Background: an optimization exercise with open tools, aiming at small area, a short achievable clock period and few clock cycles per item. Do not read the settings as production practice.
In this exercise RTL edits were held to simulation tests only and were not proved equivalent to the original.

Design binomial_coefficient_unit, start of the top module:
module binomial_coefficient_unit (
  input  logic                            clk_i,
  input  logic                            rst_ni,
  input  logic                            req_valid_i,
  output logic                            req_ready_o,
  input  logic [bcu_pkg::ArgWidth-1:0]    req_total_n_i,
  input  logic [bcu_pkg::ArgWidth-1:0]    req_choose_k_i,
  output logic                            rsp_valid_o,
  input  logic                            rsp_ready_i,
  output logic [bcu_pkg::CoefWidth-1:0]   rsp_coefficient_o,
  output logic [bcu_pkg::StatusWidth-1:0] rsp_status_o
);
make LEC_CHECK=0 CAP_MARGIN=20 CORE_MARGIN=2 CORE_UTILIZATION=40 SLEW_MARGIN=20 finish   # period 7.0 ns
run.sh (not shown) runs the stock make flow with config.mk's settings and CLKGATE_MAP_FILE= SYNTH_SCRIPT=/design/flow/synth_recipe.tcl, a recipe that flattens the netlist after the stock synthesis.
The first run passed the timing, design-rule and antenna checks.
Testbench counts at the start, summed over its fixed seeds: cycles 6,069, requests 1,280.
Rerun with:
- ABC_AREA: unset -> 1
- SETUP_SLACK_MARGIN: unset -> 1.5
Effect: The changed run passed the timing, design-rule and antenna checks. Wire length drops by 6.7%. Worst setup slack gets better by 560 ps. Register-to-register slack gains 560 ps. Hold slack loses 91 ps. Design area drops by 0.65%. First-iteration DRC count came out lower by 9.0%.
Rerun with:
- SETUP_SLACK_MARGIN: 1.5 -> 0.8
=> Via count came out lower by about 3.6%; fmax goes down by 0.68%; routed wire length came out lower by 4.9%; worst hold slack barely changes.
Rerun with:
- SETUP_SLACK_MARGIN: 0.8 -> unset
Area after synthesis does not change.
Sequential share of layout area goes up by 0.30 points.
Via count goes down slightly.
Synthesized cell count does not change.
Wire length goes down slightly.
Register-to-register slack gets worse by 380 ps.
Maximum frequency goes down by a few percent.
Non-clock buffer count goes down by 62.


binomial_coefficient_unit, a different RTL version from the one above (not shown whole).
Size in the first run: roughly 5,900 cells after synthesis, roughly 150 flip-flops, ~88 I/O pins, about 0.036 mm2 of cells after synthesis.
// binomial_coefficient_unit
module binomial_coefficient_unit (
  input  logic                            clk_i,
  input  logic                            rst_ni,
  input  logic                            req_valid_i,
  output logic                            req_ready_o,
  input  logic [bcu_pkg::ArgWidth-1:0]    req_total_n_i,
  input  logic [bcu_pkg::ArgWidth-1:0]    req_choose_k_i,
  output logic                            rsp_valid_o,
  input  logic                            rsp_ready_i,
  output logic [bcu_pkg::CoefWidth-1:0]   rsp_coefficient_o,
  output logic [bcu_pkg::StatusWidth-1:0] rsp_status_o
);
  typedef enum logic [2:0] {
    StIdle  = 3'd0,
    StFirst = 3'd1,    
    StMul   = 3'd2,    
    StResp  = 3'd3,    
    StRespF = 3'd4,    
    StRespT = 3'd5     
  } state_e;
  state_e                         state_q, state_d;
  logic [7:0]                     n_q, n_d;       
  logic [5:0]                     k_q, k_d;       
  logic [7:0]                     lo_q, lo_d;     
  logic [7:0]                     x_q, x_d;       
  logic [2:0]                     e3_q, e3_d;     
  logic [1:0]                     e5_q, e5_d;     
  logic [1:0]                     e7_q, e7_d;
  logic [1:0]                     e11_q, e11_d;
  logic [1:0]                     e13_q, e13_d;
  logic [9:0]                     pm_q, pm_d;     
  logic [7:0]                     f_q, f_d;       
  logic [7:0]                     nb_q, nb_d;     
  logic [7:0]                     nblg_q, nblg_d;  
  logic [bcu_pkg::CoefWidth-1:0]  coef_q, coef_d;
  logic [1:0]                     tk_q, tk_d;     
  bcu_pkg::status_e               status_q, status_d;
  logic       take;
  logic [7:0] rq_n, rq_k, rq_nk, rq_kp, rq_lo;
  logic       rq_range, rq_ovf, rq_k0, rq_k1;
  logic       last_mul;
  ...
clock: 7.0 ns
lec_check: 0
abc_area: 1
cap_margin: 20
core_margin: 2
core_utilization: 55
place_density: 0.7
setup_slack_margin: 0.8
slew_margin: 20
The first run completed without violations.
Testbench counts at the start, summed over its fixed seeds: cycles 5,631, requests 1,280.
Change:
- CORE_UTILIZATION: 55 -> 40
- PLACE_DENSITY: 0.7 -> not set
Result: Wire length is higher by 4.5%. Cell count went up by 4.6%. Sequential cell count is unchanged. Design area went up by 1.8%. Core utilization shrinks by 16 points. Global-route usage is lower by 9.1 points.

what the ideal ports hide:
In the flow no input, the clock included, has a driving cell. The finished layouts below were timed again as built, in two steps.
Step 1, drivers: a clkbuf_16 drives clk_i and a buf_2 each remaining input, both assumed.
Step 2 moves the port delays by t, midway between the first and last clock arrival at a register: inputs arrive t later, outputs are due t later. That takes back most of the time a late clock gives input paths.
Three values: ideal, step 1, step 2; two values: the first two.
run	t (ns)	slack for setup (ns)	hold WS [ns]	latest minus earliest clock arrival (ns)	pins driven straight from the clock port
the first run of note 1	0.559	0.267 / 0.267 / -0.233	0.597 / 0.597 / 0.597	0.029 / 0.029	1
the second run of note 1	0.540	0.826 / 0.826 / 0.826	0.506 / 0.506 / 0.506	0.016 / 0.017	1
the third run of note 1	0.570	0.784 / 0.784 / 0.568	0.509 / 0.509 / 0.509	0.027 / 0.027	1
the fourth run of note 1	0.552	0.399 / 0.399 / 0.323	0.504 / 0.504 / 0.504	0.026 / 0.025	1
the first run of note 2	0.558	0.478 / 0.478 / 0.478	0.470 / 0.470 / 0.470	0.019 / 0.020	1
the second run of note 2	0.563	0.512 / 0.512 / 0.512	0.470 / 0.470 / 0.470	0.018 / 0.018	1
With both steps, setup timing fails in the first run of note 1, where it was met with ideal ports. For the first run of note 1, which loses most, drivers alone change the setup slack by 0.000 ns; drivers and shift together by -0.500 ns.
